This design comes from an exercise in tuning for small area and few clock cycles on the open sky130 flow, not from production work.
The RTL was checked by simulation tests, not by an equivalence proof against the original design.
Power figures rest on the tool's default switching activity, not on a simulated workload.

$ cat flow/flow/run.sh
#!/bin/bash
# Standard ORFS flow, with the port buffers inserted as the smallest buffer cell.
cp standard.sh standard_sh.txt
export BUFFER_PORTS_ARGS="-buffer_cell sky130_fd_sc_hd__buf_1"
bash standard.sh > standard.log 2>&1
$ cat flow/standard.sh
#!/bin/bash
# synth_recipe.tcl (not shown) runs the flow's synth.tcl, then flattens the netlist and writes it again
# the make line also repeats each setting of config.mk as NAME=value (left out here)
make -C /OpenROAD-flow-scripts/flow DESIGN_CONFIG=/design/flow/config.mk WORK_HOME=/design/flow/orfs CLKGATE_MAP_FILE= SYNTH_SCRIPT=/design/flow/synth_recipe.tcl "${@:-finish}"
$ cat flow/config.mk
export PLATFORM = sky130hd
export DESIGN_NAME = axi_wr_top
export DESIGN_NICKNAME = axi_wr_top
export VERILOG_FILES = /design/flow/design.v
export SDC_FILE = /design/flow/constraint.sdc
export NUM_CORES = 4
export LEC_CHECK = 0
export CAP_MARGIN = 20
export CORE_MARGIN = 2
export CORE_UTILIZATION = 40
export CTS_BUF_LIST = sky130_fd_sc_hd__clkbuf_4
export SLEW_MARGIN = 20
$ cat flow/constraint.sdc
create_clock -name core_clock -period 5.0 [get_ports {clk}]
set_input_delay 1.0000 -clock core_clock [delete_from_list [all_inputs] [get_ports {clk}]]
set_output_delay 1.0000 -clock core_clock [all_outputs]
set_load 0.01 [all_outputs]
$ cat flow/design.v
`timescale 1ns/1ps
`timescale 1ns/1ps
`timescale 1ns/1ps
`timescale 1ns/1ps
`timescale 1ns/1ps
`timescale 1ns/1ps
module axi_wr_top
(
    input  logic        clk,
    input  logic        rst_n,
    input  logic [3:0]  aw_id,
    input  logic [15:0] aw_addr,
    input  logic [7:0]  aw_len,
    input  logic [2:0]  aw_size,
    input  logic [1:0]  aw_burst,
    input  logic        aw_valid,
    output logic        aw_ready,
    input  logic [31:0] w_data,
    input  logic [3:0]  w_strb,
    input  logic        w_last,
    input  logic        w_valid,
    output logic        w_ready,
    output logic [3:0]  b_id,
    output logic [1:0]  b_resp,
    output logic        b_valid,
    input  logic        b_ready,
    output logic [3:0]  mem_id,
    output logic [15:0] mem_addr,
    output logic [31:0] mem_data,
    output logic [3:0]  mem_strb,
    output logic        mem_last,
    output logic        mem_boundary_err,
    output logic        mem_we,
    input  logic        mem_credit
);
    logic        d_valid;
    logic [3:0]  d_id;
    logic [15:0] d_addr;      
    logic [2:0]  d_size;
    logic        d_fixed;
    logic        d_berr;      
    logic [2:0]  owed;
    logic        bv;
    logic [3:0]  bid;
    logic        bslv;
    logic        credit_ok, b_free, beat, burst_done, aw_fire;
    logic [11:0] mask;
    logic [12:0] sum;
    assign credit_ok  = !owed[2] || mem_credit;
    assign b_free     = !bv || b_ready;
    assign beat       = d_valid && w_valid && credit_ok && (!w_last || b_free);
    assign burst_done = beat && w_last;
    assign aw_ready   = !d_valid || burst_done;
    assign aw_fire    = aw_valid && aw_ready;
    assign w_ready    = beat;
    assign mem_we     = beat;
    assign mask = 12'hfff << d_size;
    assign sum  = {1'b0, d_addr[11:0] | ~mask} + {12'd0, !d_fixed};
    always_ff @(posedge clk) begin
        if (aw_fire) begin
            d_id    <= aw_id;
            d_addr  <= aw_addr;
            d_size  <= aw_size;
            d_fixed <= (aw_burst == 2'b00);
            d_berr  <= 1'b0;
        end else if (beat) begin
            d_addr[11:0] <= (sum[11:0] | {12{sum[12]}}) & mask;
            d_berr       <= sum[12];
        end
        if (burst_done) begin
            bid  <= d_id;
            bslv <= (d_size > 3'd2);
        end
    end
    always_ff @(posedge clk or negedge rst_n) begin
        if (!rst_n) begin
            d_valid <= 1'b0;
            owed    <= 3'd0;
            bv      <= 1'b0;
        end else begin
            if (aw_fire)
                d_valid <= 1'b1;
            else if (burst_done)
                d_valid <= 1'b0;
            owed    <= owed + {2'b0, beat} - {2'b0, mem_credit};
            if (burst_done)
                bv <= 1'b1;
            else if (b_ready)
                bv <= 1'b0;
        end
    end
    assign mem_id           = d_id;
    assign mem_addr         = d_addr;
    assign mem_data         = w_data;
    assign mem_strb         = w_strb;
    assign mem_last         = w_last;
    assign mem_boundary_err = d_berr;
    assign b_valid          = bv;
    assign b_id             = bid;
    assign b_resp           = {bslv, 1'b0};
endmodule
==> results.json, run 1 <==
{
  "synthMostInstantiatedCell": "buf_4",
  "period_share_pct": 58.5,
  "fin_cells": 286,
  "place_ws_ns": 1.78,
  "hold_viol": 0,
  "post_cts_buffers": 0,
  "die_w_um": 76.8,
  "crit_arrival_ns": 1.93,
  "max_freq_mhz": 342,
  "cts_tree": "done",
  "syn_inst": 191,
  "grt_pass1_vias": 1389,
  "start_util_pct": 41.5,
  "yosysTopAreaCell": "edfxtp_1",
  "cap_violations": 0,
  "synth_enable_flop_cells": 29,
  "dpl.cell_count": 278,
  "die_area_mm2": 0.00589,
  "synth-seq-cells": 35,
  "finalCriticalPeriod_ns": 2.93,
  "seqCellArea_mm2": 0.00102,
  "drv_slew": 0,
  "drc": 0,
  "tightest_slew_ns": 0.576,
  "required_ns": 4.00,
  "cts_buffers": 5,
  "design_area_mm2": 0.00215,
  "synth-async-reset-ratio_pct": 14.3,
  "antenna_found_initial": 0,
  "setup_tns_ns": 0,
  "p_leak_uw": 0.000773,
  "cts_sinks": 35,
  "h-tree-depth": 2,
  "syn_nets": 273,
  "antenna_cells": 0,
  "synth_common_cells": "buf_4, edfxtp_1, nand2_1",
  "drt-initial-drc-count": 64,
  "drt-wirelength-per-cell_um": 13.1,
  "cts_hold_buf": 0,
  "io_buffers": 62,
  "ys_types": 50,
  "synth_area_leaders": "edfxtp_1, buf_4, dfrtp_1, nand2_1, ha_1",
  "p_total_uw": 812,
  "grt_usage_pct": 13.8,
  "skew_ns": 0.00702,
  "critPathKind": "in -> out",
  "power.density_mw_per_mm2": 377,
  "yosysSeqAreaShare_pct": 48.0,
  "cts_resized": 0,
  "ant_nets": 0,
  "hpwlAfterDp_um": 2780,
  "drive_gt1_share_pct": 8.80,
  "hold_path_class": "reg -> reg",
  "syn_avg_cell_area_um2": 11.1,
  "n_fill_cell": 539,
  "syn_area_mm2": 0.00212,
  "first_pass_iters": 4,
  "slew_headroom_pct": 61.5,
  "grt_pass1_wl_um": 6420,
  "core_mm2": 0.00511,
  "status": "timing/DRC/antenna clean",
  "ctsRootBufferMaster": "clkbuf_4",
  "cp_max_fo": 4,
  "ys_warn_count": 1,
  "fin_ws_ns": 2.07,
  "clockBufferDepth": 2,
  "nets": 297,
  "yosys.area.top_type_share_pct": 41.1,
  "clk-insertion-delay-late_ns": 0.33,
  "setup-violations-final": 0,
  "cp-start-kind": "primary input",
  "drt-total-wl_um": 3750,
  "worst_ir_drop_vdd_v": 0.000220,
  "end_kind": "output pin",
  "io_pins": 144,
  "grt_max_degree": 31,
  "rsz0062_at_grt": "no",
  "fp.dieH_um": 76.8,
  "postPlaceCellArea_mm2": 0.00210,
  "routabilityCongestion": 0.806,
  "multi_input_area_um2": 734,
  "grt-ovfl-total": 0,
  "viasPerCell": 4.81,
  "placementRows": 26,
  "cts.reportedPaths.clkPinSlew_ns": 0.11,
  "ys.flop_type": "edfxtp_1",
  "vias": 1377,
  "syn2layout_area_growth_pct": 1.77
}
[path summary, 6_finish.rpt]
kind	end	slack [ns]	start	depth (start not counted)
setup / recovery	w_ready	2.07	mem_credit	5
hold / removal	bid[3]$_DFFE_PP_	0.46	d_id[3]$_DFFE_PP_	0
setup reg to reg	owed[2]$_DFF_PN0_	2.46	owed[2]$_DFF_PN0_	11
hold reg to reg	bid[3]$_DFFE_PP_	0.46	d_id[3]$_DFFE_PP_	0
max in group asynchronous	owed[0]$_DFF_PN0_	4.31	rst_n	1
min in group asynchronous	bv$_DFFE_PN0P_	0.49	rst_n	1
[report_power, final]
group	total, uW	internal [uW]	switching [uW]
Combinational	234	97.9	136
Sequential	429	383	45.6
Clock	149	58.2	90.5
Total	812	540	273
[cell type report]
| class | count | area share (%) |
|---|---|---|
| Multi-Input combinational cell | 103 | 34.1 |
| Inverter | 8 | 1.39 |
| Timing Repair Buffer | 62 | 10.8 |
| Clock buffer | 6 | 2.09 |
| Tap cell | 70 | 4.07 |
| Clock inverter | 2 | 0.407 |
| Sequential cell | 35 | 47.2 |
[metrics by stage]
step | hold slack, ns | util (%)
after floorplan | 0.438 | -
after global placement | 0.438 | 41.1
after detailed placement | 0.438 | 41.1
after CTS | 0.464 | 42.2
after global routing | 0.475 | 42.2
final | 0.460 | 42.2
[flip-flops by register name, summed over array words and instances, names as in the netlist, 3 cells and up]
| name | count |
|---|---|
| bid | 4 |
| d_addr | 16 |
| owed | 3 |
| d_id | 4 |
| d_size | 3 |
[critical path, cell delays in order]
cell and delay [ns]:
buf_1 0.12, nor2b_1 0.09, nand3b_1 0.18, a21oi_1 0.34, buf_1 0.19
[placed cells by master (no fill, tap or decap), types with 2 or more instances in the layout]
| master | netlist | routed |
|---|---|---|
| nor2b_1 | 2 | 2 |
| mux2i_1 | 2 | 2 |
| edfxtp_1 | 29 | 29 |
| or4b_1 | 2 | 2 |
| and3_1 | 2 | 2 |
| ha_1 | 5 | 5 |
| a21oi_1 | 3 | 3 |
| buf_1 | 0 | 62 |
| inv_1 | 7 | 7 |
| xor2_1 | 3 | 3 |
| clkbuf_4 | 0 | 6 |
| dfrtp_1 | 5 | 5 |
| nor2_1 | 10 | 10 |
| nand2b_1 | 2 | 2 |
| nor4bb_1 | 2 | 2 |
| xnor2_1 | 2 | 2 |
| o21ai_0 | 7 | 7 |
| a2bb2oi_1 | 2 | 2 |
| o41ai_2 | 2 | 2 |
| nand2_1 | 20 | 20 |
| nand3_1 | 4 | 4 |
| a31oi_1 | 4 | 4 |
| o31ai_1 | 5 | 5 |
[cells by family (layout without fill, tap and decap cells)]
family	Yosys count	in the layout	share of synthesized area (%)
flip-flops	35	35	48.0
other	1	1	0.177
XOR/XNOR	5	5	2.07
AND/OR/NAND/NOR	52	52	12.9
AO/OA/AOI/OAI	36	36	14.1
multiplexers	3	3	1.48
buffers and inverters	53	78	17.3
adder cells (fa/ha/maj)	6	6	3.90
[layer usage]
layer | GRT usage, % | share of wire (%) | vias to the layer above
met5 | 0 | 0 | -
met4 | 5.45 | 1.4 | 0
met3 | 4.59 | 8.7 | 9
met2 | 22.2 | 44 | 57
met1 | 17.1 | 46 | 622
li1 | - | - | 689
Testbench counts, summed over its fixed seeds: cycles 42,784.
==> run 2, diff against run 1 <==
--- a/flow/config.mk
+++ b/flow/config.mk
@@ -10,3 +10,5 @@
 export CORE_UTILIZATION = 40
 export CTS_BUF_LIST = sky130_fd_sc_hd__clkbuf_4
+export CTS_CLUSTER_DIAMETER = 200
+export CTS_CLUSTER_SIZE = 40
 export SLEW_MARGIN = 20
==> run 2 against run 1 <==
Effect of this change: setup slack unchanged; synthesized area unchanged; clock power about the same; maximum frequency unchanged; highest routed layer unchanged; largest power group unchanged; core utilization unchanged; routed wire length unchanged; register-to-register slack about the same.
==> results.json, run 2 <==
{
  "status": "timing/DRC/antenna clean",
  "syn2layout_area_growth_pct": 1.77,
  "cp_slowest_cell": "a21oi_1",
  "crit_chain": "buf_1, nor2b_1, nand3b_1, a21oi_1, buf_1",
  "nets": 297,
  "tightest_slew_ns": 0.576,
  "top_regs": "d_addr x16, bid x4, d_id x4",
  "ys_warn_count": 1,
  "grt_usage_pct": 13.8,
  "grt_max_degree": 31,
  "grt_pass1_vias": 1389,
  "ant_nets": 0,
  "crit_arrival_ns": 1.93,
  "routabilityCongestion": 0.806,
  "ctsRootBufferMaster": "clkbuf_4",
  "power.density_mw_per_mm2": 377,
  "hold_viol": 0,
  "syn_nets": 273,
  "sw_frac_of_total_pct": 33.6,
  "fp.dieH_um": 76.8,
  "seqCellArea_mm2": 0.00102,
  "end_kind": "output pin",
  "p_switching_uw": 273,
  "crit_top_cell": "buf_1",
  "synth-xor-area-share_pct": 2.07,
  "drt-wirelength-per-cell_um": 13.1,
  "yosys.area.top_type_share_pct": 41.1,
  "clk-insertion-delay-late_ns": 0.33,
  "die_area_mm2": 0.00589,
  "synth_top_family_by_area": "buffers and inverters",
  "io_buffers": 62,
  "regMostFlops": "d_addr",
  "layout_commonest_cell": "buf_1",
  "drive_gt1_share_pct": 8.80,
  "drt-total-wl_um": 3750,
  "grt_pass1_wl_um": 6420,
  "pwr-share-seq_pct": 52.8,
  "cts_hold_buf": 0,
  "muxShareOfSynthArea_pct": 1.48,
  "hold_path_class": "reg -> reg",
  "io_pins": 144,
  "cts_sinks": 35,
  "core_mm2": 0.00511,
  "multi_input_area_um2": 734,
  "synth_area_leaders": "edfxtp_1, buf_4, dfrtp_1, nand2_1, ha_1",
  "period_share_pct": 58.5,
  "final_cell_mix": "buf_1, edfxtp_1, nand2_1, nor2_1",
  "internal-power_uw": 540,
  "finalCriticalPeriod_ns": 2.93,
  "cap_violations": 0,
  "syn_area_mm2": 0.00212,
  "synth_enable_flop_cells": 29,
  "postPlaceCellArea_mm2": 0.00210,
  "antenna_found_initial": 0,
  "hpwlAfterDp_um": 2780,
  "drt-initial-drc-count": 64,
  "cts_buffers": 5,
  "ys.flop_type": "edfxtp_1",
  "viasPerCell": 4.81,
  "cts.reportedPaths.clkPinSlew_ns": 0.11,
  "synth-simple-area-share_pct": 12.9,
  "setup_tns_ns": 0,
  "die_w_um": 76.8,
  "skew_ns": 0.00702,
  "cts_resized": 0,
  "rsz0062_at_grt": "no",
  "drc": 0,
  "vias": 1377,
  "critPathKind": "in -> out",
  "syn_avg_cell_area_um2": 11.1,
  "synth-seq-cells": 35,
  "synth_compound_area_share_pct": 14.1,
  "largest_reg_flops": 16,
  "setup-violations-final": 0,
  "synthMostInstantiatedCell": "buf_4",
  "yosysTopAreaCell": "edfxtp_1",
  "yosysSeqAreaShare_pct": 48.0,
  "post_cts_buffers": 0,
  "comb_power_share_pct": 28.9,
  "design_area_mm2": 0.00215,
  "antenna_cells": 0,
  "cp-start-kind": "primary input",
  "required_ns": 4.00,
  "pwr-share-clk_pct": 18.3,
  "worst_ir_drop_vdd_v": 0.000220,
  "max_freq_mhz": 342,
  "cpPeakStageDelay_ns": 0.34,
  "ys_types": 50,
  "grt-ovfl-total": 0,
  "synth-async-reset-ratio_pct": 14.3,
  "synth_common_cells": "buf_4, edfxtp_1, nand2_1",
  "first_pass_iters": 4,
  "cp_max_fo": 4,
  "drv_slew": 0,
  "placementRows": 26,
  "clockBufferDepth": 2,
  "start_util_pct": 41.5,
  "syn_inst": 191,
  "synthAdderAreaFrac_pct": 3.90,
  "h-tree-depth": 2,
  "cts_tree": "done",
  "p_leak_uw": 0.000773,
  "slew_headroom_pct": 61.5,
  "n_fill_cell": 539
}
-- run 2: cell counts in the layout (fill, tap and decap cells not counted) --
No cell type changed its count.
-- run 2: cell families after synthesis --
kind of cell | Yosys count
buf+inv | 53
simple gates | 52
compound gates | 36
flops | 35
fa+ha+maj | 6
xor+xnor | 5
mux | 3
other cells | 1
-- run 2: through the flow --
stage / std cells / total power (uW) / hold WS (ns) / util, % / setup WS (ns)
floorplan: 191 / 634 / 0.438 / - / 2.04
global placement: 278 / 669 / 0.438 / 41.1 / 1.81
CTS: 286 / 825 / 0.464 / 42.2 / 2.07
finish: 286 / 812 / 0.460 / 42.2 / 2.07
global route: 286 / 877 / 0.475 / 42.2 / 1.99
detailed placement: 278 / 674 / 0.438 / 41.1 / 1.78
-- run 2: power by group through the flow --
stage	Clock [uW]	Combinational, uW	Sequential, uW
finish	149	234	429
global route	167	271	440
CTS	156	239	430
detailed placement	0	238	436
global placement	0	234	435
floorplan	0	194	440
-- run 2: worst max-delay path, delay by kind of cell --
family	cells	cell delay, ns
compound gates	1	0.34
buf+inv	2	0.31
simple gates	2	0.27
-- run 2: layout make-up --
class	instances	area share [%]
multi-input cells	103	34.1
clock buffers	6	2.09
well taps	70	4.07
repair buffers	62	10.8
inverters	8	1.39
clock inverters	2	0.407
flip-flops and latches	35	47.2
-- run 2: worst paths after layout --
check | startpoint | endpoint | slack, ns | cells after the start
max in group asynchronous | rst_n | owed[0]$_DFF_PN0_ | 4.31 | 1
min in group asynchronous | rst_n | bv$_DFFE_PN0P_ | 0.49 | 1
hold reg to reg | d_id[3]$_DFFE_PP_ | bid[3]$_DFFE_PP_ | 0.46 | 0
setup / recovery | mem_credit | w_ready | 2.07 | 5
setup reg to reg | owed[2]$_DFF_PN0_ | owed[2]$_DFF_PN0_ | 2.46 | 11
hold / removal | d_id[3]$_DFFE_PP_ | bid[3]$_DFFE_PP_ | 0.46 | 0
-- run 2: layer usage --
metal,GRT usage [%],vias up,share of wire [%]
met5,0,-,0
met4,5.45,0,1.4
met3,4.59,9,8.7
met2,22.2,57,44
met1,17.1,622,46
li1,-,689,-
==> run 3, diff against run 2 <==
--- a/flow/config.mk
+++ b/flow/config.mk
@@ -9,5 +9,5 @@
 export CORE_MARGIN = 2
 export CORE_UTILIZATION = 40
-export CTS_BUF_LIST = sky130_fd_sc_hd__clkbuf_4
+export CTS_BUF_LIST = sky130_fd_sc_hd__clkbuf_8
 export CTS_CLUSTER_DIAMETER = 200
 export CTS_CLUSTER_SIZE = 40
==> run 3 against run 2 <==
Effect of this change: total power grew 7.0%; final area increased by 1.7%; maximum frequency decreased by 0.27%; final cell count unchanged; die area did not move; non-clock buffer count stayed put; routed wire length down 0.51%; sequential share of layout area is 0.81 points lower; via count rose by 0.73%; critical endpoint unchanged; largest power group unchanged.
==> results.json, run 3 <==
{
  "status": "timing/DRC/antenna clean",
  "p_leak_uw": 0.000793,
  "tightest_slew_ns": 0.576,
  "nets": 297,
  "hpwlAfterDp_um": 2780,
  "r2r_start": "owed[2]$_DFF_PN0_",
  "cp_slowest_cell": "a21oi_1",
  "p_total_uw": 869,
  "grt_max_degree": 31,
  "layout_commonest_cell": "buf_1",
  "antenna_cells": 0,
  "syn_avg_cell_area_um2": 11.1,
  "io_buffers": 62,
  "grt-ovfl-total": 0,
  "min_from": "d_id[3]$_DFFE_PP_",
  "crit_arrival_ns": 1.93,
  "cp-start-kind": "primary input",
  "yosysSeqAreaShare_pct": 48.0,
  "h-tree-depth": 2,
  "synth_area_leaders": "edfxtp_1, buf_4, dfrtp_1, nand2_1, ha_1",
  "die_w_um": 76.8,
  "required_ns": 4.00,
  "pwr-share-seq_pct": 49.5,
  "crit_chain": "buf_1, nor2b_1, nand3b_1, a21oi_1, buf_1",
  "pwr-share-clk_pct": 23.6,
  "syn2layout_area_growth_pct": 3.55,
  "ctsRootBufferMaster": "clkbuf_8",
  "place_ws_ns": 1.78,
  "synth_common_cells": "buf_4, edfxtp_1, nand2_1",
  "sw_frac_of_total_pct": 32.0,
  "yosys.area.top_type_share_pct": 41.1,
  "drt-wirelength-per-cell_um": 13.0,
  "synth_enable_flop_cells": 29,
  "cts.reportedPaths.clkPinSlew_ns": 0.07,
  "syn_inst": 191,
  "cp_max_fo": 4,
  "crit_top_cell": "buf_1",
  "synthMostInstantiatedCell": "buf_4",
  "drv_slew": 0,
  "critPathKind": "in -> out",
  "top_regs": "d_addr x16, bid x4, d_id x4",
  "slew_headroom_pct": 61.6,
  "syn_nets": 273,
  "setup-violations-final": 0,
  "skew_ns": 0.00397,
  "cpPeakStageDelay_ns": 0.35,
  "fin_cells": 286,
  "final_cell_mix": "buf_1, edfxtp_1, nand2_1, nor2_1, inv_1",
  "fp.dieH_um": 76.8,
  "max_freq_mhz": 341,
  "grt_pass1_vias": 1401,
  "ys_warn_count": 1,
  "ys_types": 50,
  "cts_hold_buf": 0,
  "cts_buffers": 5,
  "largest_reg_flops": 16,
  "clockBufferDepth": 2,
  "ant_nets": 0,
  "placementRows": 26,
  "drt-initial-drc-count": 53,
  "finalCriticalPeriod_ns": 2.93,
  "syn_area_mm2": 0.00212,
  "drc": 0,
  "comb_power_share_pct": 27.0,
  "end_kind": "output pin",
  "setup_tns_ns": 0,
  "fin_ws_ns": 2.07,
  "cts_resized": 0,
  "cts_sinks": 35,
  "grt_pass1_wl_um": 6450,
  "regMostFlops": "d_addr",
  "period_share_pct": 58.7,
  "viasPerCell": 4.85,
  "cap_violations": 0,
  "worst_ir_drop_vdd_v": 0.000231,
  "post_cts_buffers": 0,
  "io_pins": 144,
  "hold_viol": 0,
  "hold_path_class": "reg -> reg",
  "synth-async-reset-ratio_pct": 14.3,
  "first_pass_iters": 4,
  "ys.flop_type": "edfxtp_1",
  "r2r_slack_ns": 2.45,
  "dpl.cell_count": 278,
  "internal-power_uw": 591,
  "rsz0062_at_grt": "no",
  "finish.utilization_pct": 42.9,
  "synth-seq-cells": 35,
  "vias": 1387,
  "grt_usage_pct": 13.8,
  "antenna_found_initial": 0,
  "routabilityCongestion": 0.806,
  "critPathLaunch": "mem_credit",
  "power.density_mw_per_mm2": 396,
  "start_util_pct": 41.5,
  "clk-insertion-delay-late_ns": 0.28,
  "drive_gt1_share_pct": 8.80,
  "drt-total-wl_um": 3730,
  "yosysTopAreaCell": "edfxtp_1",
  "p_switching_uw": 278,
  "cts_tree": "done",
  "die_area_mm2": 0.00589,
  "core_mm2": 0.00511
}
## run 3: cell counts after synthesis
Identical to the previous run, type by type.
## run 3: layout make-up
cell class                      instances  area, um2
Timing Repair Buffer                   62        233
Sequential cell                        35       1020
Inverter                                8       30.0
Clock buffer                            6       82.6
Tap cell                               70       87.6
Clock inverter                          2       8.76
Fill cell                             534       2920
Multi-Input combinational cell        103        734
## run 3: kinds of logic after synthesis
| kind of cell | synth area share [%] |
|---|---|
| DFF | 48.0 |
| other | 0.177 |
| adders and majority gates | 3.90 |
| muxes | 1.48 |
| buffers and inverters | 17.3 |
| and+or+nand+nor | 12.9 |
| xor gates and xnor gates | 2.07 |
| AOI/OAI and AO/OA | 14.1 |
## run 3: per-stage QoR
stage          cell area (um2)  hold slack, ns
5_1_grt                   2190           0.464
4_1_cts                   2190           0.455
2_1_floorplan             2120           0.438
6_report                  2190           0.452
3_5_place_dp              2100           0.438
3_3_place_gp              2100           0.438
## run 3: path summary, 6_finish.rpt
check                                          to  cells past startpoint
worst min register to register   bid[3]$_DFFE_PP_                      0
min in group asynchronous          bv$_DFFE_PN0P_                      1
worst max register to register  owed[2]$_DFF_PN0_                     11
worst max-delay path                      w_ready                      5
max in group asynchronous       owed[2]$_DFF_PN0_                      1
worst min-delay path             bid[3]$_DFFE_PP_                      0
## run 3: metal layers
| metal | track usage (%) | vias up | part of all wire [%] |
|---|---|---|---|
| met2 | 22.4 | 60 | 43 |
| met1 | 17.0 | 629 | 46 |
| li1 | - | 688 | - |
| met4 | 5.45 | 0 | 1.5 |
| met3 | 4.59 | 10 | 8.7 |
| met5 | 0 | - | 0 |
## run 3: worst max-delay path, delay by kind of cell
kind	cells	cell delay, ns
AO/OA/AOI/OAI	1	0.35
buffers and inverters	2	0.31
AND/OR/NAND/NOR	2	0.27
## run 3: power by group through the flow
stage,clock network [uW],logic (uW),registers (uW)
global route,223,271,441
finish,205,234,430
detailed placement,0,238,436
CTS,212,239,430
floorplan,0,194,440
global placement,0,234,435
==> run 4, diff against run 3 <==
==> flow/flow/run.sh (replaced) <==
#!/bin/bash
# Standard ORFS flow with: port buffers inserted as the smallest buffer cell,
# and power recovery (downsizing gates off the critical paths) after global routing.
cp standard.sh standard_sh.txt
export BUFFER_PORTS_ARGS="-buffer_cell sky130_fd_sc_hd__buf_1"
export RECOVER_POWER=100
bash standard.sh > standard.log 2>&1
--- a/flow/config.mk
+++ b/flow/config.mk
@@ -9,6 +9,4 @@
 export CORE_MARGIN = 2
 export CORE_UTILIZATION = 40
-export CTS_BUF_LIST = sky130_fd_sc_hd__clkbuf_8
-export CTS_CLUSTER_DIAMETER = 200
-export CTS_CLUSTER_SIZE = 40
+export CTS_BUF_LIST = sky130_fd_sc_hd__clkbuf_4
 export SLEW_MARGIN = 20
==> run 4 against run 3 <==
Effect of this change: hold slack better by 0.0089 ns; synthesized area unchanged; synthesized cell count did not move; clock power is 27% lower; highest routed layer unchanged; first-iteration DRC count is 5.7% higher; core utilization fell by 1.5 points; critical path type is now in -> reg; register-to-register slack worse by 0.15 ns.
==> results.json, run 4 <==
{
  "grt_pass1_vias": 1389,
  "timing.hold.ws_ns": 0.460,
  "grt_max_degree": 31,
  "cts_resized": 0,
  "antenna_found_initial": 0,
  "final_cell_mix": "buf_1, edfxtp_1, nand2_1, nor2_1, inv_1",
  "critPathKind": "in -> reg",
  "layout_commonest_cell": "buf_1",
  "hpwlAfterDp_um": 2780,
  "grt_pass1_wl_um": 6420,
  "drv_slew": 0,
  "syn_avg_cell_area_um2": 11.1,
  "synth_area_leaders": "edfxtp_1, buf_4, dfrtp_1, nand2_1, ha_1",
  "yosys.area.top_type_share_pct": 41.1,
  "synth-async-reset-ratio_pct": 14.3,
  "drt-total-wl_um": 3760,
  "cp_max_fo": 30,
  "io_pins": 144,
  "core_mm2": 0.00511,
  "cts_sinks": 35,
  "die_area_mm2": 0.00589,
  "drt-wirelength-per-cell_um": 13.1,
  "cts_hold_buf": 0,
  "first_pass_iters": 4,
  "nets": 297,
  "rsz0062_at_grt": "no",
  "placementRows": 26,
  "syn_inst": 191,
  "top_regs": "d_addr x16, bid x4, d_id x4",
  "synth_enable_flop_cells": 29,
  "setup-violations-final": 0,
  "status": "timing/DRC/antenna clean",
  "hold_path_class": "reg -> reg",
  "cts_tree": "done",
  "grt_usage_pct": 13.8,
  "ctsRootBufferMaster": "clkbuf_4",
  "synth_common_cells": "buf_4, edfxtp_1, nand2_1",
  "required_ns": 5.18,
  "clk-insertion-delay-late_ns": 0.33,
  "ys_types": 50,
  "synth-seq-cells": 35,
  "setup_tns_ns": 0,
  "syn_nets": 273,
  "largest_reg_flops": 16,
  "clockBufferDepth": 2,
  "routabilityCongestion": 0.806,
  "grt-ovfl-total": 0,
  "ant_nets": 0,
  "hold_viol": 0,
  "drc": 0,
  "cp-start-kind": "primary input",
  "cts_buffers": 5,
  "syn_area_mm2": 0.00212,
  "io_buffers": 62,
  "post_cts_buffers": 0,
  "vias": 1384,
  "viasPerCell": 4.84,
  "yosysSeqAreaShare_pct": 48.0,
  "h-tree-depth": 2,
  "period_share_pct": 61.9,
  "die_w_um": 76.8,
  "drive_gt1_share_pct": 6.94,
  "finalCriticalPeriod_ns": 3.09,
  "worst_ir_drop_vdd_v": 0.000221,
  "ys.flop_type": "edfxtp_1",
  "cts.reportedPaths.clkPinSlew_ns": 0.11,
  "p_total_uw": 805,
  "slew_headroom_pct": 32.9,
  "drt-initial-drc-count": 56,
  "syn2layout_area_growth_pct": -0.118,
  "fp.dieH_um": 76.8,
  "end_kind": "flip-flop",
  "tightest_slew_ns": 1.01,
  "yosysTopAreaCell": "edfxtp_1",
  "power.density_mw_per_mm2": 381,
  "skew_ns": 0.00705,
  "synthMostInstantiatedCell": "buf_4",
  "ys_warn_count": 1,
  "antenna_cells": 0,
  "start_util_pct": 41.5,
  "cap_violations": 0,
  "p_leak_uw": 0.000755,
  "regMostFlops": "d_addr",
  "max_freq_mhz": 323,
  "crit_arrival_ns": 3.27
}
run 4: cell counts after synthesis:
No cell type changed its count.
run 4: metrics by stage:
step | setup WS [ns] | area, um2 | std cells | utilization [%]
6_report | 1.91 | 2110 | 286 | 41.4
5_1_grt | 1.58 | 2110 | 286 | 41.4
3_3_place_gp | 1.81 | 2100 | 278 | 41.1
3_5_place_dp | 1.78 | 2100 | 278 | 41.1
2_1_floorplan | 2.04 | 2120 | 191 | -
4_1_cts | 2.07 | 2150 | 286 | 42.2
run 4: logic make-up after synthesis:
kind of cell	Yosys count	synth area share (%)
flip-flops	35	48.0
buffers and inverters	53	17.3
AO/OA/AOI/OAI	36	14.1
adder cells (fa/ha/maj)	6	3.90
multiplexers	3	1.48
AND/OR/NAND/NOR	52	12.9
XOR/XNOR	5	2.07
other	1	0.177
run 4: layout make-up:
cell class | count | area [um2]
clock buffers | 6 | 45.0
clock inverters | 2 | 8.76
fillers | 544 | 2990
inverters | 8 | 30.0
multi-input cells | 103 | 694
flip-flops and latches | 35 | 1020
well taps | 70 | 87.6
repair buffers | 62 | 233
run 4: layer usage:
layer	vias up	share of wire, %	global-route usage [%]
met1	628	46	17.1
met3	9	8.7	4.59
met5	-	0	0
met2	57	44	22.2
met4	0	1.4	5.45
li1	690	-	-
run 4: worst max-delay path: stages:
cell and delay (ns):
buf_1 0.11, inv_1 0.09, o41ai_1 0.58, nand2_2 0.23, inv_1 0.79, nor2_1 0.24, a2bb2oi_1 0.22
run 4: worst paths after layout:
kind                                   start                  end  cells past startpoint  slack, ns
setup reg to reg           owed[2]$_DFF_PN0_  d_addr[7]$_DFFE_PP_                      6       2.30
setup / recovery                      w_last  d_addr[7]$_DFFE_PP_                      7       1.91
max in group asynchronous              rst_n    owed[0]$_DFF_PN0_                      1       4.31
hold reg to reg            d_id[3]$_DFFE_PP_     bid[3]$_DFFE_PP_                      0       0.46
min in group asynchronous              rst_n       bv$_DFFE_PN0P_                      1       0.49
hold / removal             d_id[3]$_DFFE_PP_     bid[3]$_DFFE_PP_                      0       0.46
run 4: power by group:
| group | leakage [uW] | internal [uW] | switching [uW] | total [uW] |
|---|---|---|---|---|
| logic | 0.000382 | 94.4 | 133 | 227 |
| clock network | 0.0000331 | 58.3 | 91.0 | 149 |
| registers | 0.000339 | 384 | 44.7 | 428 |
| total | 0.000755 | 536 | 269 | 805 |
==> run 5, diff against run 4 <==
==> flow/flow/run.sh (replaced) <==
#!/bin/bash
cp standard.sh standard_sh.txt
export BUFFER_PORTS_ARGS="-buffer_cell sky130_fd_sc_hd__buf_1"
export RECOVER_POWER=100
export CTS_ARGS="-sink_clustering_enable -repair_clock_nets -buf_list sky130_fd_sc_hd__clkbuf_4 -dont_use_dummy_load"
bash standard.sh > standard.log 2>&1
==> run 5 against run 4 <==
Effect of this change: routed wire length down 0.16%; final area down 0.77%; final cell count is 1.0% lower.
==> results.json, run 5 <==
{
  "status": "timing/DRC/antenna clean",
  "required_ns": 5.17,
  "syn_area_mm2": 0.00212,
  "met2_usage_pct": 22.2,
  "fin_ws_ns": 1.89,
  "postPlaceCellArea_mm2": 0.00210,
  "syn_nets": 273,
  "hpwlAfterDp_um": 2780,
  "cpPeakStageDelay_ns": 0.79,
  "fp.dieH_um": 76.8,
  "crit_arrival_ns": 3.27,
  "regMostFlops": "d_addr",
  "viasPerCell": 4.87,
  "yosysSeqAreaShare_pct": 48.0,
  "design_area_mm2": 0.00210,
  "dpl.cell_count": 278,
  "rsz0062_at_grt": "no",
  "core_mm2": 0.00511,
  "period_share_pct": 62.1,
  "p_leak_uw": 0.000745,
  "ys_types": 50,
  "grt-ovfl-total": 0,
  "grt_pass1_wl_um": 6380,
  "ctsRootBufferMaster": "clkbuf_4",
  "largest_reg_flops": 16,
  "cts_tree": "done",
  "r2r_slack_ns": 2.28,
  "io_pins": 144,
  "grt_use_met3_pct": 4.59,
  "cts_hold_buf": 0,
  "synth_area_leaders": "edfxtp_1, buf_4, dfrtp_1, nand2_1, ha_1",
  "drt-initial-drc-count": 45,
  "cp_max_fo": 30,
  "ant_nets": 0,
  "critPathLaunch": "w_last",
  "yosysTopAreaCell": "edfxtp_1",
  "synth_common_cells": "buf_4, edfxtp_1, nand2_1",
  "critPathKind": "in -> reg",
  "clk-insertion-delay-late_ns": 0.33,
  "clockBufferDepth": 2,
  "grt_usage_pct": 13.7,
  "finalCriticalPeriod_ns": 3.11,
  "grt_pass1_vias": 1383,
  "drt-total-wl_um": 3750,
  "r2r_start": "owed[2]$_DFF_PN0_",
  "cts_buffers": 5,
  "slew_headroom_pct": 32.8,
  "nets": 297,
  "top_regs": "d_addr x16, bid x4, d_id x4",
  "power.density_mw_per_mm2": 375,
  "yosys.area.top_type_share_pct": 41.1,
  "timing.critical_path.to": "d_addr[7]$_DFFE_PP_",
  "n_fill_cell": 540,
  "grt-busiest-layer": "met2",
  "final_cell_mix": "buf_1, edfxtp_1, nand2_1, nor2_1, inv_1",
  "syn2layout_area_growth_pct": -0.887,
  "cts.reportedPaths.clkPinSlew_ns": 0.10,
  "end_kind": "flip-flop",
  "synth-async-reset-ratio_pct": 14.3,
  "cap_violations": 0,
  "setup-violations-final": 0,
  "first_pass_iters": 4,
  "grt_use_met1_pct": 16.9,
  "drv_slew": 0,
  "cts_sinks": 35,
  "ys_warn_count": 1,
  "skew_ns": 0.0121,
  "setup_tns_ns": 0,
  "r2r-end": "d_addr[7]$_DFFE_PP_",
  "tightest_slew_ns": 1.01,
  "cp-start-kind": "primary input",
  "syn_inst": 191,
  "antenna_cells": 0,
  "hold_viol": 0,
  "p_total_uw": 786,
  "synth_enable_flop_cells": 29,
  "cp_slowest_cell": "inv_1",
  "die_w_um": 76.8,
  "place_ws_ns": 1.78,
  "crit_chain": "buf_1, inv_1, o41ai_1, nand2_2, inv_1, nor2_1, a2bb2oi_1",
  "ys.flop_type": "edfxtp_1",
  "synthMostInstantiatedCell": "buf_4",
  "routabilityCongestion": 0.806,
  "cts_resized": 0,
  "drc": 0,
  "antenna_found_initial": 0,
  "io_buffers": 62,
  "crit_top_cell": "inv_1",
  "drt-wirelength-per-cell_um": 13.3,
  "placementRows": 26,
  "die_area_mm2": 0.00589,
  "layout_commonest_cell": "buf_1",
  "h-tree-depth": 2,
  "vias": 1379,
  "drive_gt1_share_pct": 6.10,
  "worst_ir_drop_vdd_v": 0.000159,
  "fin_cells": 283,
  "post_cts_buffers": 0,
  "syn_avg_cell_area_um2": 11.1,
  "hold_path_class": "reg -> reg",
  "max_freq_mhz": 322,
  "start_util_pct": 41.5,
  "synth-seq-cells": 35,
  "reg2reg_depth": 6,
  "grt_max_degree": 31
}
[run 5: cell counts after synthesis]
Identical to the previous run, type by type.
[run 5: critical path, delay by kind of cell]
kind                   cells  cell delay (ns)
buffers and inverters      3             0.99
AND/OR/NAND/NOR            2             0.47
AO/OA/AOI/OAI              2             0.80
[run 5: where the power goes]
group / switching (uW) / internal [uW]
Sequential: 44.8 / 384
Combinational: 133 / 94.4
Clock: 83.4 / 46.9
[run 5: layout make-up]
cell class / count / area, um2 / share of cell area (%)
repair buffers: 62 / 233 / 11.1
multi-input cells: 103 / 694 / 33.1
well taps: 70 / 87.6 / 4.17
clock buffers: 5 / 37.5 / 1.79
flip-flops and latches: 35 / 1020 / 48.4
inverters: 8 / 30.0 / 1.43
[run 5: metrics by stage]
stage / hold WS, ns / utilization (%)
finish: 0.459 / 41.1
global route: 0.473 / 41.1
CTS: 0.463 / 41.9
detailed placement: 0.438 / 41.1
global placement: 0.438 / 41.1
floorplan: 0.438 / -
[run 5: layer usage]
layer  vias up  share of wire [%]
met3        11                8.7
met2        58                 43
met4         0                1.8
li1        685                  -
met5         -                  0
met1       625                 46
[run 5: cell families (layout without fill, tap and decap cells)]
family                   count (synthesis)  in the layout  share of synthesized area, %
AO/OA/AOI/OAI                           36             36                          14.1
AND/OR/NAND/NOR                         52             52                          12.9
adder cells (fa/ha/maj)                  6              6                          3.90
flip-flops                              35             35                          48.0
XOR/XNOR                                 5              5                          2.07
buffers and inverters                   53             75                          17.3
multiplexers                             3              3                          1.48
other                                    1              1                         0.177
[run 5: how the worst min path moves through the flow]
stage | startpoint | to | slack [ns] | depth (start not counted)
after global placement | d_id[0]$_DFFE_PP_ | bid[0]$_DFFE_PP_ | 0.44 | 0
after floorplan | owed[2]$_DFF_PN0_ | owed[2]$_DFF_PN0_ | 0.44 | 1
final | d_id[3]$_DFFE_PP_ | bid[3]$_DFFE_PP_ | 0.46 | 0
after CTS | d_id[3]$_DFFE_PP_ | bid[3]$_DFFE_PP_ | 0.46 | 0
after global routing | d_id[1]$_DFFE_PP_ | bid[1]$_DFFE_PP_ | 0.47 | 0
after detailed placement | d_id[3]$_DFFE_PP_ | bid[3]$_DFFE_PP_ | 0.44 | 0
==> run 6, diff against run 5 <==
--- a/flow/design.v
+++ b/flow/design.v
@@ -42,6 +42,4 @@
     logic [2:0]  owed;
     logic        bv;
-    logic [3:0]  bid;
-    logic        bslv;
     logic        credit_ok, b_free, beat, burst_done, aw_fire;
     logic [11:0] mask;
@@ -49,7 +47,7 @@
     assign credit_ok  = !owed[2] || mem_credit;
     assign b_free     = !bv || b_ready;
-    assign beat       = d_valid && w_valid && credit_ok && (!w_last || b_free);
+    assign beat       = d_valid && w_valid && credit_ok;
     assign burst_done = beat && w_last;
-    assign aw_ready   = !d_valid || burst_done;
+    assign aw_ready   = !d_valid && b_free;
     assign aw_fire    = aw_valid && aw_ready;
     assign w_ready    = beat;
@@ -67,8 +65,4 @@
             d_addr[11:0] <= (sum[11:0] | {12{sum[12]}}) & mask;
             d_berr       <= sum[12];
-        end
-        if (burst_done) begin
-            bid  <= d_id;
-            bslv <= (d_size > 3'd2);
         end
     end
@@ -97,5 +91,5 @@
     assign mem_boundary_err = d_berr;
     assign b_valid          = bv;
-    assign b_id             = bid;
-    assign b_resp           = {bslv, 1'b0};
+    assign b_id             = d_id;
+    assign b_resp           = {d_size > 3'd2, 1'b0};
 endmodule
==> flow/flow/run.sh (replaced) <==
#!/bin/bash
export BUFFER_PORTS_ARGS="-buffer_cell sky130_fd_sc_hd__buf_1"
export CTS_ARGS="-sink_clustering_enable -repair_clock_nets -buf_list sky130_fd_sc_hd__clkbuf_4 -dont_use_dummy_load"
bash standard.sh > standard.log 2>&1
==> run 6 against run 5 <==
Effect of this change: sequential share of layout area down 3.3 points; final area down 8.5%; first-iteration DRC count down 2.2%; final cell count down 9.2%; sequential power up 7.2%; critical endpoint is now w_ready; largest cell class unchanged; largest power group unchanged.
==> results.json, run 6 <==
{
  "wl_met2_um": 1770,
  "cp_max_fo": 4,
  "synth_top_family_by_area": "buffers and inverters",
  "p_leak_uw": 0.000699,
  "internal-power_uw": 586,
  "grt_pass1_vias": 1309,
  "drt-initial-drc-count": 44,
  "muxShareOfSynthArea_pct": 0,
  "core_mm2": 0.00469,
  "synth_compound_area_share_pct": 15.0,
  "cp-start-kind": "primary input",
  "grt_pass1_wl_um": 5840,
  "start_util_pct": 41.0,
  "wl_met3_um": 348,
  "min_from": "d_berr$_SDFFE_PP0P_",
  "comb_power_share_pct": 39.7,
  "sw_frac_of_total_pct": 39.3,
  "largest_reg_flops": 16,
  "drc": 0,
  "cap_violations": 0,
  "die_area_mm2": 0.00538,
  "regMostFlops": "d_addr",
  "cts.reportedPaths.clkPinSlew_ns": 0.08,
  "synth-simple-area-share_pct": 12.0,
  "synth-xor-area-share_pct": 3.19,
  "post_cts_buffers": 0,
  "seqCellArea_um2": 866,
  "design_area_mm2": 0.00192,
  "multi_input_area_um2": 667,
  "top_regs": "d_addr x16, d_id x4",
  "antenna_cells": 0,
  "r2r_slack_ns": 2.43,
  "placementRows": 25,
  "crit_family": "buffers and inverters",
  "drt-wirelength-per-cell_um": 14.2,
  "cts_sinks": 30,
  "worst_ir_drop_vdd_v": 0.000256,
  "syn_nets": 266,
  "synth_common_cells": "buf_4, edfxtp_1, nand2_1",
  "p_total_uw": 964,
  "io_pins": 144,
  "vias": 1339,
  "syn_inst": 184,
  "holdPathStages": 2,
  "first_pass_iters": 4,
  "h-tree-depth": 2,
  "yosysTopAreaCell": "edfxtp_1",
  "setup_tns_ns": 0,
  "required_ns": 4.00,
  "routed.top_layer": "met4",
  "r2r_start": "d_size[2]$_DFFE_PP_",
  "antenna_found_initial": 0,
  "fp.dieH_um": 73.4,
  "routabilityCongestion": 0.711,
  "grt_usage_pct": 14.4,
  "cts_tree": "done",
  "ys.flop_type": "edfxtp_1",
  "yosysSeqAreaShare_pct": 45.0,
  "cp_slowest_cell": "o211ai_1",
  "pwr-share-seq_pct": 47.6,
  "period_share_pct": 54.2,
  "reg2reg_depth": 8,
  "drt-total-wl_um": 3650,
  "end_kind": "output pin",
  "setup-violations-final": 0,
  "die_w_um": 73.4,
  "postPlaceCellArea_mm2": 0.00187,
  "power.density_mw_per_mm2": 502,
  "crit_chain": "buf_1, o211ai_1, inv_1, buf_1",
  "cts_hold_buf": 0,
  "status": "timing/DRC/antenna clean",
  "met1Wirelength_um": 1390,
  "crit_top_cell": "buf_1",
  "p_switching_uw": 379,
  "hold_viol": 0,
  "r2r-end": "d_addr[4]$_DFFE_PP_",
  "crit_arrival_ns": 1.71,
  "nets": 287,
  "io_buffers": 62,
  "synth-seq-cells": 30,
  "ys_warn_count": 1,
  "syn2layout_area_growth_pct": -0.260,
  "drv_slew": 0,
  "critPathKind": "in -> out",
  "synthMostInstantiatedCell": "buf_4",
  "ys_types": 45,
  "grt_max_degree": 33,
  "grt-ovfl-total": 0,
  "cts_resized": 0,
  "finalCriticalPeriod_ns": 2.71,
  "ctsRootBufferMaster": "clkbuf_4",
  "skew_ns": 0.0115,
  "rsz0062_at_grt": "no",
  "synth-async-reset-ratio_pct": 16.7,
  "cpPeakStageDelay_ns": 0.32,
  "synthAdderAreaFrac_pct": 4.29,
  "pwr-share-clk_pct": 12.7,
  "yosys.area.top_type_share_pct": 37.5,
  "max_freq_mhz": 369,
  "ant_nets": 0,
  "hold_path_class": "reg -> reg",
  "syn_avg_cell_area_um2": 10.5,
  "hpwlAfterDp_um": 2690,
  "drive_gt1_share_pct": 6.40,
  "holdPathEnd": "d_berr$_SDFFE_PP0P_",
  "tightest_slew_ns": 0.550,
  "cp_num_buf_inv": 3,
  "synth_area_leaders": "edfxtp_1, buf_4, dfrtp_1, nand2_1, ha_1",
  "clk-insertion-delay-late_ns": 0.32,
  "cts_buffers": 5,
  "slew_headroom_pct": 63.3,
  "clockBufferDepth": 2,
  "syn_area_mm2": 0.00192,
  "final_cell_mix": "buf_1, edfxtp_1, nand2_1, nor2_1",
  "synth_enable_flop_cells": 24,
  "viasPerCell": 5.21,
  "layout_commonest_cell": "buf_1",
  "n_fill_cell": 488
}
[run 6: cell count changes after synthesis, sizes merged, moves of 3 or more]
cell    change
a21oi       +5
a31oi       -3
clkbuf      +3
edfxtp      -5
nand3       -3
o21ai       -5
o31ai       +3
[run 6: cell families (layout without fill, tap and decap cells)]
group / count (synthesis) / after routing
compound gates: 38 / 38
other cells: 1 / 1
flops: 30 / 30
fa+ha+maj: 6 / 6
xor+xnor: 7 / 7
buf+inv: 58 / 77
simple gates: 44 / 44
[run 6: worst max path at each step]
stage	start	endpoint	cells past startpoint
after global placement	b_ready	d_addr[6]$_DFFE_PP_	7
after floorplan	mem_credit	w_ready	3
after CTS	mem_credit	w_ready	4
after detailed placement	b_ready	d_addr[6]$_DFFE_PP_	7
after global routing	d_size[2]$_DFFE_PP_	d_addr[3]$_DFFE_PP_	8
final	mem_credit	w_ready	4
[run 6: metal layers]
layer	vias to the layer above	track usage, %
li1	645	-
met1	619	16.2
met2	52	22.8
met3	23	5.62
met4	0	8.89
met5	-	0
[run 6: layout make-up]
cell class | instances | area share (%)
flip-flops and latches | 30 | 45.1
multi-input cells | 96 | 34.7
repair buffers | 63 | 12.9
well taps | 54 | 3.52
clock buffers | 5 | 1.96
inverters | 9 | 1.76
[run 6: worst reg2reg max path, stage by stage (launching register included)]
cell and delay, ns:
edfxtp_1 0.68, nor3_1 0.14, nand2b_1 0.12, ha_1 0.15, ha_1 0.24, nand2_1 0.20, nor4_4 0.52, a2111oi_1 0.13
o31ai_1 0.22
[run 6: metrics by stage]
stage                     utilization (%)  std cells  hold WS (ns)  setup slack [ns]
after floorplan                         -        184         0.456              2.43
after global placement               39.8        251         0.450              2.08
after detailed placement             39.8        251         0.468              2.07
after CTS                            40.6        256         0.484              2.30
after global routing                 40.9        257         0.515              2.12
final                                40.9        257         0.481              2.29
[run 6: power by group through the flow]
stage	registers, uW	clock network (uW)	logic [uW]
after floorplan	466	0	303
after global placement	463	0	373
after detailed placement	466	0	383
after CTS	461	127	385
after global routing	475	133	438
final	459	122	383
Testbench counts of run 6, summed over its fixed seeds: cycles 45,257.
==> run 7, diff against run 6 <==
==> flow/flow/run.sh (replaced) <==
#!/bin/bash
export BUFFER_PORTS_ARGS="-buffer_cell sky130_fd_sc_hd__buf_1"
export RECOVER_POWER=100
export CTS_ARGS="-sink_clustering_enable -repair_clock_nets -buf_list sky130_fd_sc_hd__clkbuf_4 -dont_use_dummy_load"
bash standard.sh > standard.log 2>&1
--- a/flow/config.mk
+++ b/flow/config.mk
@@ -6,5 +6,6 @@
 export NUM_CORES = 4
 export LEC_CHECK = 0
-export CAP_MARGIN = 20
+export ABC_AREA = 1
+export CAP_MARGIN = 40
 export CORE_MARGIN = 2
 export CORE_UTILIZATION = 40
==> run 7 against run 6 <==
Effect of this change: still clean; sequential share of layout area decreased by 2.7 points; hold slack better by 0.0030 ns; setup slack worse by 0.18 ns; first-iteration DRC count grew 32%.
==> results.json, run 7 <==
{
  "cts_buffers": 5,
  "cp_slowest_cell": "clkbuf_1",
  "synth_area_leaders": "edfxtp_1, buf_4, nand2_1, dfrtp_1, inv_1",
  "hpwlAfterDp_um": 2780,
  "syn_inst": 227,
  "status": "timing/DRC/antenna clean",
  "synth-async-reset-ratio_pct": 16.7,
  "crit_family": "simple AND/OR/NAND/NOR gates",
  "routabilityCongestion": 0.784,
  "comb_power_share_pct": 44.3,
  "io_buffers": 62,
  "setup_tns_ns": 0,
  "cp-start-kind": "primary input",
  "cap_violations": 0,
  "cp_max_fo": 22,
  "clk-insertion-delay-late_ns": 0.33,
  "cts_hold_buf": 0,
  "start_util_pct": 42.1,
  "cp_num_buf_inv": 2,
  "grt-ovfl-total": 0,
  "slew_headroom_pct": 27.7,
  "synth-seq-cells": 30,
  "die_area_mm2": 0.00566,
  "largest_reg_flops": 16,
  "pwr-share-clk_pct": 12.2,
  "cts_sinks": 30,
  "drv_slew": 0,
  "crit_arrival_ns": 2.78,
  "end_kind": "flip-flop",
  "final_cell_mix": "buf_1, nand2_1, inv_1, edfxtp_1, nor2_1",
  "fp.dieH_um": 75.2,
  "cts.reportedPaths.clkPinSlew_ns": 0.08,
  "viasPerCell": 4.46,
  "drc": 0,
  "ant_nets": 0,
  "grt_pass1_wl_um": 6070,
  "top_regs": "d_addr x16, d_id x4",
  "antenna_cells": 0,
  "required_ns": 4.89,
  "syn2layout_area_growth_pct": 0.679,
  "drt-wirelength-per-cell_um": 11.6,
  "h-tree-depth": 2,
  "grt_pass1_vias": 1362,
  "nets": 333,
  "yosysTopAreaCell": "edfxtp_1",
  "antenna_found_initial": 0,
  "pwr-share-seq_pct": 43.5,
  "die_w_um": 75.2,
  "drt-total-wl_um": 3680,
  "synth_enable_flop_cells": 24,
  "hold_path_class": "reg -> reg",
  "p_leak_uw": 0.000903,
  "regMostFlops": "d_addr",
  "cts_tree": "done",
  "io_pins": 144,
  "sw_frac_of_total_pct": 41.9,
  "vias": 1410,
  "fin_cells": 316,
  "ys.flop_type": "edfxtp_1",
  "placementRows": 25,
  "syn_avg_cell_area_um2": 8.93,
  "layout_commonest_cell": "buf_1",
  "yosysSeqAreaShare_pct": 42.7,
  "period_share_pct": 57.9,
  "rsz0062_at_grt": "no",
  "setup-violations-final": 0,
  "power.density_mw_per_mm2": 494,
  "ys_types": 32,
  "critPathKind": "in -> reg",
  "internal-power_uw": 586,
  "hold_viol": 0,
  "first_pass_iters": 4,
  "ys_warn_count": 1,
  "tightest_slew_ns": 1.08,
  "core_mm2": 0.00482,
  "ctsRootBufferMaster": "clkbuf_4",
  "finish.utilization_pct": 42.4,
  "timing.hold.ws_ns": 0.484,
  "drive_gt1_share_pct": 9.24,
  "grt_max_degree": 23,
  "cpPeakStageDelay_ns": 0.80,
  "clockBufferDepth": 2,
  "grt_usage_pct": 14.5,
  "crit_chain": "buf_1, nor2_1, nor2_1, nand2_1, clkbuf_1, nand2_1",
  "skew_ns": 0.0200,
  "yosys.area.top_type_share_pct": 35.5,
  "cts_resized": 0,
  "syn_nets": 309,
  "worst_ir_drop_vdd_v": 0.000219,
  "post_cts_buffers": 0,
  "finalCriticalPeriod_ns": 2.89,
  "syn_area_mm2": 0.00203,
  "max_freq_mhz": 346,
  "p_switching_uw": 422,
  "drt-initial-drc-count": 58,
  "synth_common_cells": "buf_4, nand2_1, inv_1",
  "dpl.cell_count": 310
}
## run 7: changes by cell type in the layout (fill, tap and decap cells not counted), sizes merged, moves of 3 or more
cell,before,now
nand2,20,50
o31ai,8,0
nor2,10,23
inv,9,28
nand3b,0,3
and3,3,0
a21oi,9,4
nand3,1,13
o21ai,3,9
## run 7: power groups by stage
| stage | registers, uW | logic (uW) | clock network, uW |
|---|---|---|---|
| global route | 451 | 515 | 143 |
| global placement | 440 | 446 | 0 |
| detailed placement | 444 | 458 | 0 |
| finish | 439 | 447 | 123 |
| CTS | 440 | 457 | 131 |
| floorplan | 456 | 355 | 0 |
## run 7: final cells by class
class	count	area, um2
well taps	67	83.8
repair buffers	63	236
clock buffers	5	37.5
flip-flops and latches	30	866
fillers	520	2780
inverters	29	110
multi-input cells	122	708
## run 7: cell families (layout without fill, tap and decap cells)
| group | count (synthesis) | count (layout) | share of synthesized area, % |
|---|---|---|---|
| simple gates | 94 | 94 | 23.7 |
| compound gates | 15 | 15 | 4.50 |
| other cells | 1 | 1 | 0.185 |
| fa+ha+maj | 6 | 6 | 4.07 |
| mux | 1 | 1 | 0.494 |
| xor+xnor | 5 | 5 | 2.16 |
| flops | 30 | 30 | 42.7 |
| buf+inv | 75 | 97 | 22.2 |
## run 7: final timing paths
check / from / to / slack, ns / depth (start not counted)
worst max-delay path: b_ready / d_addr[8]$_DFFE_PP_ / 2.11 / 6
worst min-delay path: owed[1]$_DFF_PN0_ / owed[2]$_DFF_PN0_ / 0.48 / 1
worst max register to register: bv$_DFFE_PN0P_ / d_addr[8]$_DFFE_PP_ / 2.47 / 6
worst min register to register: owed[1]$_DFF_PN0_ / owed[2]$_DFF_PN0_ / 0.48 / 1
max in group asynchronous: rst_n / bv$_DFFE_PN0P_ / 4.24 / 1
min in group asynchronous: rst_n / owed[0]$_DFF_PN0_ / 0.54 / 1
## run 7: metrics by stage
step / power (uW) / cell area, um2 / worst slack (ns)
2_1_floorplan: 812 / 2030 / 2.25
3_5_place_dp: 902 / 2010 / 2.06
4_1_cts: 1030 / 2040 / 2.41
6_report: 1010 / 2040 / 2.11
3_3_place_gp: 886 / 2010 / 2.10
5_1_grt: 1110 / 2040 / 1.85
## run 7: layer usage
layer  share of wire (%)  wire length (um)  global-route usage (%)  vias to the layer above
li1                    -                 -                       -                      720
met2                  48              1770                    25.0                       58
met3                 7.7               283                    4.55                        7
met1                  43              1590                    16.9                      625
met5                   0                 0                       0                        -
met4                 1.1                39                    5.46                        0
==> run 8, diff against run 7 <==
--- a/flow/config.mk
+++ b/flow/config.mk
@@ -6,5 +6,4 @@
 export NUM_CORES = 4
 export LEC_CHECK = 0
-export ABC_AREA = 1
 export CAP_MARGIN = 40
 export CORE_MARGIN = 2
==> run 8 against run 7 <==
Effect of this change: count of clock-buffer cells in the layout is the same; still clean; via count shrank 4.5%; total power shrank 4.9%; largest power group is now registers; core utilization shrank 2.1 points; clock skew shrank 0.0073 ns; sequential power grew 4.6%; first-iteration DRC count shrank 12%.
==> results.json, run 8 <==
{
  "finish.utilization_pct": 40.3,
  "dpl.cell_count": 252,
  "r2r_start": "d_size[2]$_DFFE_PP_",
  "synth-async-reset-ratio_pct": 16.7,
  "status": "timing/DRC/antenna clean",
  "grt_usage_pct": 14.6,
  "crit_top_cell": "ha_1",
  "setup_tns_ns": 0,
  "yosys.area.top_type_share_pct": 37.5,
  "yosysTopAreaCell": "edfxtp_1",
  "viasPerCell": 5.24,
  "cpPeakStageDelay_ns": 1.10,
  "start_util_pct": 41.0,
  "critPathLaunch": "d_size[2]$_DFFE_PP_",
  "cts_buffers": 5,
  "syn2layout_area_growth_pct": -1.69,
  "crit_chain": "nor3_1, nand2b_1, ha_1, ha_1, nand2_1, nor4_1, a2111oi_0, o31ai_1",
  "largest_reg_flops": 16,
  "synth_common_cells": "buf_4, edfxtp_1, nand2_1",
  "period_share_pct": 65.5,
  "cts_sinks": 30,
  "hpwlAfterDp_um": 2760,
  "io_buffers": 62,
  "cts.reportedPaths.clkPinSlew_ns": 0.10,
  "grt-ovfl-total": 0,
  "fin_cells": 257,
  "final_cell_mix": "buf_1, edfxtp_1, nand2_1, nor2_1",
  "drive_gt1_share_pct": 5.42,
  "ant_nets": 0,
  "ctsRootBufferMaster": "clkbuf_4",
  "antenna_found_initial": 0,
  "syn_inst": 184,
  "skew_ns": 0.0128,
  "ys_warn_count": 1,
  "rsz0062_at_grt": "no",
  "cts_resized": 0,
  "regMostFlops": "d_addr",
  "first_pass_iters": 4,
  "routabilityCongestion": 0.711,
  "slew_headroom_pct": 10.0,
  "synth_area_leaders": "edfxtp_1, buf_4, dfrtp_1, nand2_1, ha_1",
  "synth_enable_flop_cells": 24,
  "drv_slew": 0,
  "finalCriticalPeriod_ns": 3.28,
  "io_pins": 144,
  "drt-initial-drc-count": 51,
  "ys_types": 45,
  "crit_arrival_ns": 3.44,
  "critPathKind": "reg -> reg",
  "syn_nets": 266,
  "synthMostInstantiatedCell": "buf_4",
  "drt-wirelength-per-cell_um": 14.5,
  "die_w_um": 73.4,
  "antenna_cells": 0,
  "drc": 0,
  "nets": 287,
  "cp-start-kind": "flip-flop",
  "cts_hold_buf": 0,
  "synth-seq-cells": 30,
  "yosysSeqAreaShare_pct": 45.0,
  "syn_avg_cell_area_um2": 10.5,
  "setup-violations-final": 0,
  "layout_commonest_cell": "buf_1",
  "fp.dieH_um": 73.4,
  "required_ns": 5.16,
  "cts_tree": "done",
  "post_cts_buffers": 0,
  "grt_pass1_vias": 1340,
  "cp_max_fo": 16,
  "worst_ir_drop_vdd_v": 0.000188,
  "drt-total-wl_um": 3720,
  "p_leak_uw": 0.000688,
  "cap_violations": 0,
  "postPlaceCellArea_mm2": 0.00189,
  "end_kind": "flip-flop",
  "design_area_mm2": 0.00189,
  "die_area_mm2": 0.00538,
  "cp_slowest_cell": "nor4_1",
  "grt_max_degree": 20,
  "placementRows": 25,
  "syn_area_mm2": 0.00192,
  "ys.flop_type": "edfxtp_1",
  "tightest_slew_ns": 1.34,
  "clockBufferDepth": 2,
  "core_mm2": 0.00469,
  "vias": 1347,
  "grt_pass1_wl_um": 6000,
  "min_from": "d_berr$_SDFFE_PP0P_",
  "max_freq_mhz": 305,
  "h-tree-depth": 2,
  "hold_path_class": "reg -> reg",
  "clk-insertion-delay-late_ns": 0.33,
  "power.density_mw_per_mm2": 507,
  "top_regs": "d_addr x16, d_id x4",
  "hold_viol": 0
}
==> run 8: changes by cell type after synthesis, moves of 4 or more <==
cell	change
o21ai_0	-6
o31ai_1	+7
inv_1	-18
nand2_2	-4
nand2_1	-24
a21oi_1	+8
nor2_4	-4
nand3_1	-9
nor2_1	-9
==> run 8: kinds of logic (layout without fill, tap and decap cells) <==
group           after synthesis  after routing  synth area share, %
buf+inv                      58             77                 20.4
flops                        30             30                 45.0
other cells                   1              1                0.195
compound gates               38             38                 15.0
fa+ha+maj                     6              6                 4.29
simple gates                 44             44                 12.0
xor+xnor                      7              7                 3.19
==> run 8: critical path: cells and delay by family, from the launching register on <==
kind,cells,cell delay [ns]
AOI/OAI and AO/OA,2,0.48
adders and majority gates,2,0.42
DFF,1,0.68
and+or+nand+nor,4,1.53
==> run 8: power by group <==
part / leakage [uW] / switching (uW) / internal (uW)
Sequential: 0.000295 / 77.6 / 381
Clock: 0.0000230 / 78.8 / 46.9
Combinational: 0.000370 / 222 / 152
==> run 8: layer usage <==
metal  global-route usage [%]  share of wire (%)
met1                     16.5                 41
met2                     23.6                 48
met5                        0                  0
met3                     5.08                7.3
met4                     8.89                3.8
==> run 8: area by class of cell <==
cell class / count / area, um2
repair buffers: 63 / 236
fillers: 492 / 2800
multi-input cells: 96 / 651
inverters: 9 / 33.8
flip-flops and latches: 30 / 866
clock buffers: 5 / 37.5
well taps: 54 / 67.6
==> run 8: path summary, 6_finish.rpt <==
kind	to	slack [ns]	cells past startpoint
setup / recovery	d_addr[4]$_DFFE_PP_	1.72	8
hold / removal	d_berr$_SDFFE_PP0P_	0.48	2
setup reg to reg	d_addr[4]$_DFFE_PP_	1.72	8
hold reg to reg	d_berr$_SDFFE_PP0P_	0.48	2
max in group asynchronous	owed[1]$_DFF_PN0_	4.27	1
min in group asynchronous	owed[0]$_DFF_PN0_	0.52	1
==> run 8: stage by stage <==
stage	hold WS, ns	setup slack [ns]	total power (uW)
after floorplan	0.456	2.43	769
after global placement	0.450	2.08	837
after detailed placement	0.462	2.28	863
after CTS	0.480	2.29	992
after global routing	0.503	1.33	1040
final	0.480	1.72	959

-- re-timing with driven ports --
In the flow no input, the clock included, has a driving cell. The finished layouts below were timed again as built, in two steps.
Step 1: set_driving_cell puts a clkbuf_16 on clk and a buf_2 on each other input, an assumption about the parent block.
Step 2 times the ports against the registers' clock, not the clock port: input delays grow and output delays shrink by t, the midpoint of the rising clock arrivals with the driver on.
a / b / c = no drivers / after step 1 / after step 2; a / b = the first two.
| run | t (ns) | slack for setup (ns) | worst hold slack (ns) | cell pins on the clock port's net |
|---|---|---|---|---|
| run 1 | 0.352 | 2.074 / 2.052 / 1.783 | 0.460 / 0.460 / 0.460 | 1 |
| run 2 | 0.352 | 2.074 / 2.052 / 1.783 | 0.460 / 0.460 / 0.460 | 1 |
| run 3 | 0.306 | 2.066 / 2.044 / 1.767 | 0.452 / 0.452 / 0.452 | 1 |
| run 4 | 0.352 | 1.907 / 1.910 / 1.557 | 0.460 / 0.460 / 0.460 | 1 |
| run 5 | 0.350 | 1.895 / 1.897 / 1.548 | 0.459 / 0.459 / 0.459 | 1 |
| run 6 | 0.342 | 2.290 / 2.270 / 2.270 | 0.481 / 0.481 / 0.481 | 1 |
| run 7 | 0.340 | 2.106 / 2.106 / 1.766 | 0.484 / 0.484 / 0.484 | 1 |
| run 8 | 0.348 | 1.723 / 1.723 / 1.723 | 0.480 / 0.480 / 0.480 | 1 |
After both steps every run listed still meets setup and hold. The setup slack of run 4, which loses most, moves by +0.003 ns with the drivers and by -0.350 ns with both steps.
